This is an optimization exercise on Yosys and OpenROAD, whose aim is a short achievable clock period and few clock cycles per item, not a production implementation. Where RTL was checked, it was by simulation tests only, not by an equivalence proof against the original. No activity file was given, so power comes from the tool's default toggle rates.

cedar:
==> flow/design.v (excerpt) <==
module cache_top (
  input  wire logic                  clk,
  input  wire logic                  reset,
  input  wire logic                  cpu_req_valid,
  output logic                       cpu_req_ready,
  input  wire cache_pkg::word_addr_t cpu_req_addr,
  input  wire cache_pkg::word_t      cpu_req_data,
  input  wire logic                  cpu_req_write,
  output logic                       cpu_resp_valid,
  output cache_pkg::word_t           cpu_resp_data,
  output logic                       mem_req_valid,
  input  wire logic                  mem_req_ready,
  output cache_pkg::beat_addr_t      mem_req_addr,
  output logic                       mem_req_rw,
  output logic                       mem_req_data_valid,
  input  wire logic                  mem_req_data_ready,
  output cache_pkg::beat_t           mem_req_data_bits,
  input  wire logic                  mem_resp_valid,
  input  wire cache_pkg::beat_t      mem_resp_data
);
  cache_ctrl u_cache_ctrl (
    .clk                (clk),
    .reset              (reset),
    .cpu_req_valid      (cpu_req_valid),
    .cpu_req_ready      (cpu_req_ready),
    .cpu_req_addr       (cpu_req_addr),
    .cpu_req_data       (cpu_req_data),
    .cpu_req_write      (cpu_req_write),
    .cpu_resp_valid     (cpu_resp_valid),
    .cpu_resp_data      (cpu_resp_data),
    .mem_req_valid      (mem_req_valid),
    .mem_req_ready      (mem_req_ready),
    .mem_req_addr       (mem_req_addr),
    .mem_req_rw         (mem_req_rw),
    .mem_req_data_valid (mem_req_data_valid),
    .mem_req_data_ready (mem_req_data_ready),
    .mem_req_data_bits  (mem_req_data_bits),
    .mem_resp_valid     (mem_resp_valid),
    .mem_resp_data      (mem_resp_data)
  );
endmodule
Settings: LEC_CHECK=0, ABC_CLOCK_PERIOD_IN_PS=2500, CAP_MARGIN=20, CORE_MARGIN=2, CORE_UTILIZATION=28, SETUP_SLACK_MARGIN=3.5, SLEW_MARGIN=20; clock period 6.0 ns.
run.sh (not shown) runs the stock make flow with config.mk's settings and CLKGATE_MAP_FILE= SYNTH_SCRIPT=/design/flow/synth_recipe.tcl, a recipe that flattens the netlist after the stock synthesis.
cedar never completed, since it errored out during global routing (5_1_grt).
--- input diff cedar..pepper ---
-- flow/config.mk --
<<< cedar, line 9
export CAP_MARGIN = 20
export CORE_MARGIN = 2
export CORE_UTILIZATION = 28
export SETUP_SLACK_MARGIN = 3.5
export SLEW_MARGIN = 20
>>> pepper, line 9
export CAP_MARGIN = 20
export CORE_MARGIN = 2
export CORE_UTILIZATION = 33
export SETUP_SLACK_MARGIN = 3.5
export SLEW_MARGIN = 20
Findings:
Diff cedar..pepper | number of levels in the clock H-tree | unchanged
cedar → pepper: number of library cell types mapped by synthesis comparable; number of standard cells after synthesis comparable; total of buffers placed on input and output ports comparable; total half-perimeter wirelength after legalization and detailed placement now larger.
Setup fix buffers added after clock tree synthesis sits higher in pepper than in cedar.
In pepper relative to cedar, horizontal die dimension had gone down by a little under 10%.
Between pepper and cedar, the number of synthesized register bits does not differ in any meaningful way.
| site row count | pepper vs cedar | 36 lower |
pepper did not make it past global routing (5_1_grt), where a tool error ended it.
Relative to cedar, total CTS buffers has increased by 26 in pepper.
Height of the die: pepper and cedar compared, lower one is pepper
No functional check of the RTL was part of any run of this note.

cache_top, a different RTL version from the one above (not shown whole).
Size in the first run: roughly 30,000 cells after synthesis.
export LEC_CHECK = 0
export ABC_CLOCK_PERIOD_IN_PS = 2500
export CAP_MARGIN = 20
export CELL_PAD_IN_SITES_DETAIL_PLACEMENT = 1
export CORE_MARGIN = 2
export CORE_UTILIZATION = 40
export PLACE_DENSITY = 0.46
export SETUP_SLACK_MARGIN = 3.5
export SLEW_MARGIN = 20
export TNS_END_PERCENT = 10
create_clock -name core_clock -period 6.0 [get_ports {clk}]
standard.sh (not shown) runs the stock make flow with config.mk's settings and CLKGATE_MAP_FILE= SYNTH_SCRIPT=/design/flow/synth_recipe.tcl, a recipe that flattens the netlist after the stock synthesis.
==> flow/flow/run.sh <==
#!/bin/bash
# The standard layout (standard.sh, the standard flow's own ORFS flow) with two changes:
# the port buffers are regular buffers instead of the delay buffers that
# buffer_ports picks by default, and timing repair may resize a cell to any
# drive strength (not only to cells of the same footprint).
set -euo pipefail
bash standard.sh MATCH_CELL_FOOTPRINT=0 \
  "BUFFER_PORTS_ARGS=-buffer_cell sky130_fd_sc_hd__buf_4" \
  finish > standard_make.log 2>&1
Testbench counts at the start, summed over its fixed seeds: cycles 17,476, ops 12,000.
==> next run, changes <==
==> flow/run.sh (new file) <==
#!/bin/bash
# synth_recipe.tcl (not shown) runs the flow's synth.tcl, then flattens the netlist and writes it again
# the make line also repeats each setting of config.mk as NAME=value (left out here)
make -C /OpenROAD-flow-scripts/flow DESIGN_CONFIG=/design/flow/config.mk WORK_HOME=/design/flow/orfs CLKGATE_MAP_FILE= SYNTH_SCRIPT=/design/flow/synth_recipe.tcl finish
- CORE_UTILIZATION: 40 -> 36
- PLACE_DENSITY: 0.46 -> 0.42
removed: flow/flow/run.sh
removed: flow/standard.sh
Synthesized cell count is unchanged.
Final area climbs by 1.4%.
Via count stays flat.
Die area is higher by 11%.
Maximum frequency went down by 1.5%.
Wire length grows by 5.2%.

cache_top, a different RTL version from the one above (not shown whole).
For scale: roughly 30000 cells after synthesis, roughly 8400 flip-flops, about 390 I/O pins.
Settings: LEC_CHECK=0, ABC_CLOCK_PERIOD_IN_PS=2500, CAP_MARGIN=20, CELL_PAD_IN_SITES_DETAIL_PLACEMENT=1, CORE_MARGIN=2, CORE_UTILIZATION=40, PLACE_DENSITY=0.46, SETUP_SLACK_MARGIN=3.5, SLEW_MARGIN=20, TNS_END_PERCENT=10; clock period 6.0 ns.
==> flow/flow/run.sh <==
#!/bin/bash
# The standard layout (standard.sh, the standard flow's own ORFS flow) with two changes:
# the port buffers are regular buffers instead of the delay buffers that
# buffer_ports picks by default, and timing repair may resize a cell to any
# drive strength (not only to cells of the same footprint).
set -euo pipefail
bash standard.sh MATCH_CELL_FOOTPRINT=0 \
  "BUFFER_PORTS_ARGS=-buffer_cell sky130_fd_sc_hd__buf_4" \
  finish > standard_make.log 2>&1
The starting point ran to the end with violations: max-slew violations.
Testbench counts at the start, summed over its fixed seeds: cycles 17,076, ops 12,000.
Then changed:
Settings changed: CORE_UTILIZATION 40 to 46, PLACE_DENSITY 0.46 to 0.52.
=>
- The new run ran to the end with no violations
- clock-buffer cell count shrinks by 54
- total power shrinks by about 1%
- design area shrinks by 1.3%
- combinational power shrinks by about 2%
- setup slack gets better by 0.14 ns
- area after synthesis does not change
- core utilization grows by 6.3 points

[afterwards: timing with drivers on the ports]
No port has a modelled driver above. Below, the same layouts with a new extraction and two added sets of constraints. Step 1 (the two cells are an assumption about what drives the block):
set clk [get_ports {clk}]
set_driving_cell -lib_cell sky130_fd_sc_hd__clkbuf_16 $clk
set_driving_cell -lib_cell sky130_fd_sc_hd__buf_2 [delete_from_list [all_inputs] $clk]
Step 2, shift: input delay + t, output delay - t, t = (earliest + latest rising clock arrival at the registers) / 2. This alone moves slack from input paths to output paths. a / b / c = no drivers / after step 1 / after step 2; a / b = the first two.
run | t, ns | setup WS [ns] | latest minus earliest clock arrival (ns) | slew at the worst register clock pin (ns) | cell pins on the clock port's net
the first run of note 2 | 1.394 | 2.653 / 2.600 / 2.175 | 0.116 / 0.116 | 0.07 / 0.07 | 1
the second run of note 2 | 1.434 | 2.602 / 2.602 / 1.944 | 0.098 / 0.098 | 0.07 / 0.07 | 1
the first run of note 3 | 1.434 | 2.513 / 2.495 / 2.070 | 0.132 / 0.132 | 0.07 / 0.07 | 1
the second run of note 3 | 1.372 | 2.651 / 2.558 / 1.914 | 0.126 / 0.126 | 0.07 / 0.07 | 1
The setup slack of the second run of note 3, which loses most, moves by -0.093 ns with the drivers and by -0.737 ns with both steps.
